Context: an optimization exercise on an open-source flow, tuned for small area, a short achievable clock period and few clock cycles. The choices shown serve that exercise and are no tape-out recipe. Only simulation tests tie the RTL to the original design; equivalence was not proved. Power and IR drop assume default switching activity.

## the baseline
==> module fc_layer_top, before the edit <==
module fc_layer_top (
	input  logic          clk,
	input  logic          reset_n,
	input  logic          i_run,
	input  fc_pkg::cnt_t  i_num_cnt,
	output logic          o_idle,
	output logic          o_read,
	output logic          o_write,
	output logic          o_done,
	output fc_pkg::addr_t o_mem_addr,
	output logic          o_mem_ce,
	input  fc_pkg::word_t i_node_q,
	input  fc_pkg::word_t i_wgt0_q,
	input  fc_pkg::word_t i_wgt1_q,
	output fc_pkg::acc_t  o_result_0,
	output fc_pkg::acc_t  o_result_1,
	output fc_pkg::acc_t  o_result_2,
	output fc_pkg::acc_t  o_result_3
);
	localparam int LW = fc_pkg::LANE_W;
	logic rd_valid;
	logic clr;
	fc_sequencer u_seq (
		.clk        (clk),
		.reset_n    (reset_n),
		.i_run      (i_run),
		.i_num_cnt  (i_num_cnt),
		.o_idle     (o_idle),
		.o_read     (o_read),
		.o_write    (o_write),
		.o_done     (o_done),
		.o_rd_valid (rd_valid),
		.o_clr      (clr),
		.o_mem_ce   (o_mem_ce),
		.o_mem_addr (o_mem_addr)
	);
	fc_pkg::digit_t one_d [2];
	fc_pkg::digit_t two_d [2];
	fc_pkg::digit_t neg_d [2];
	fc_pkg::digit_t one [2];
	fc_pkg::digit_t two [2];
	fc_pkg::digit_t neg [2];
	fc_pkg::word_t  wgt_r [fc_pkg::NUM_WEIGHT_MEMS];
	for (genvar h = 0; h < 2; h++) begin : g_enc
		fc_booth_enc u_enc (
			.i_m   (i_node_q[LW*(2-h)-1 -: LW]),
			.o_one (one_d[h]),
			.o_two (two_d[h]),
			.o_neg (neg_d[h])
		);
		always_ff @(posedge clk) begin
			one[h] <= one_d[h] & {fc_pkg::NUM_DIGITS{rd_valid}};
			two[h] <= two_d[h] & {fc_pkg::NUM_DIGITS{rd_valid}};
			neg[h] <= neg_d[h];
		end
	end
	always_ff @(posedge clk) begin
		wgt_r[0] <= i_wgt0_q;
		wgt_r[1] <= i_wgt1_q;
	end
	fc_pkg::acc_t lane_result [fc_pkg::NUM_LANES];
	for (genvar g = 0; g < fc_pkg::NUM_LANES; g++) begin : g_lane
		fc_mac_lane u_lane (
			.clk      (clk),
			.reset_n  (reset_n),
			.i_clr    (clr),
			.i_one    (one[g%2]),
			.i_two    (two[g%2]),
			.i_neg    (neg[g%2]),
			.i_wgt    (wgt_r[g/2][LW*(2-g%2)-1 -: LW]),
			.o_result (lane_result[g])
		);
	end
	assign o_result_0 = lane_result[0];
	assign o_result_1 = lane_result[1];
	assign o_result_2 = lane_result[2];
	assign o_result_3 = lane_result[3];
endmodule
==> flow/config.mk <==
export PLATFORM = sky130hd
export DESIGN_NAME = fc_layer_top
export DESIGN_NICKNAME = fc_layer_top
export VERILOG_FILES = /design/flow/design.v
export SDC_FILE = /design/flow/constraint.sdc
export NUM_CORES = 4
export LEC_CHECK = 0
export CAP_MARGIN = 20
export CORE_MARGIN = 2
export CORE_UTILIZATION = 65
export CTS_CLUSTER_DIAMETER = 70
export CTS_CLUSTER_SIZE = 24
export SETUP_SLACK_MARGIN = 5
export SLEW_MARGIN = 20
export SYNTH_HIERARCHICAL = 1
==> flow/constraint.sdc <==
create_clock -name core_clock -period 10.0 [get_ports {clk}]
set_input_delay 2.0000 -clock core_clock [delete_from_list [all_inputs] [get_ports {clk}]]
set_output_delay 2.0000 -clock core_clock [all_outputs]
set_load 0.01 [all_outputs]
standard.sh (not shown) runs the stock make flow with config.mk's settings and CLKGATE_MAP_FILE= SYNTH_SCRIPT=/design/flow/synth_recipe.tcl, a recipe that flattens the netlist after the stock synthesis.
==> flow/flow/run.sh <==
#!/bin/bash
# Standard layout, with timing repair aimed at a shorter period than the clock's,
# and plain buffers (rather than delay cells) on the ports. The clock, the
# constraints and every other step stay as the standard flow's own layout makes them.
set -euo pipefail
bash standard.sh SETUP_SLACK_MARGIN=6.7 "BUFFER_PORTS_ARGS=-buffer_cell sky130_fd_sc_hd__buf_2" finish > standard.log 2>&1
Testbench counts of the baseline, summed over its fixed seeds: cycles 17,461.
> inputs changed (the baseline -> the candidate)
--- a/flow/design.v
+++ b/flow/design.v
@@ -716,11 +716,11 @@
 			.o_neg (neg_d[h])
 		);
 		always_ff @(posedge clk) begin
 			one[h] <= one_d[h] & {fc_pkg::NUM_DIGITS{rd_valid}};
 			two[h] <= two_d[h] & {fc_pkg::NUM_DIGITS{rd_valid}};
-			neg[h] <= neg_d[h];
+			neg[h] <= neg_d[h] & {fc_pkg::NUM_DIGITS{rd_valid}};
 		end
 	end
 	always_ff @(posedge clk) begin
 		wgt_r[0] <= i_wgt0_q;
 		wgt_r[1] <= i_wgt1_q;
## What came out
- When the candidate is set beside the baseline, its combinational fraction of design power turns out to be 1.3 points larger.
- The candidate: final cell count without fillers about 0.47% above the baseline
- The baseline → the candidate: sum of routed wire segments on met1 has increased, register fraction of the total cell area has remained practically unchanged, met3 layer wire length in the routed design has increased, power consumed by sequential cells has increased, hold slack has increased.
- Share of total power in the clock network for the candidate is lower than for the baseline.
- There was hardly any difference in multiplexer share of the synthesized area between the baseline and the candidate.
- A startpoint of the worst setup timing path of u_seq.idle is what the baseline shows, while g_lane[1].u_lane.acc[2] belongs to the candidate.
- Diff the baseline -> the candidate | total power | increase of 4.7%
- On die area, the baseline tracks the candidate almost exactly.
- The adder and majority gate portion of the synthesized area on the candidate is in line with that on the baseline.
- | met1 layer usage reported by global route | the candidate vs the baseline | ≈ equal |
- Compared the candidate vs the baseline, and non-clock buffer count is up in the candidate.
Testbench counts of the candidate, summed over its fixed seeds: cycles 17,461.

-- separate check: timing with driven ports --
The results above use ideal ports. As a check the final layouts listed here were re-extracted and re-timed, cells and wires unchanged.
Step 1 sets driving cells, clkbuf_16 on the clock port and buf_2 on the other inputs (assumed; they add their load-dependent delay and slew).
Step 2 adds t to the input delays and takes it off the output delays; t is the mean of the earliest and latest rising clock arrival at the registers after step 1. Input paths then give back, and output paths get back, about the clock's delay inside the block.
Slacks: ideal / step 1 / step 2; pairs: ideal / step 1.
run	t, ns	setup WS [ns]	worst setup path after step 2	latest minus earliest clock arrival (ns)	worst register clock-pin slew, ns
the baseline	0.635	6.746 / 6.683 / 6.274	input to register	0.044 / 0.044	0.09 / 0.09
the candidate	0.635	6.741 / 6.681 / 6.245	input to register	0.029 / 0.030	0.09 / 0.09
After both steps setup and hold are still met in every run listed. For the candidate, which loses most, drivers alone change the setup slack by -0.060 ns; drivers and shift together by -0.496 ns.
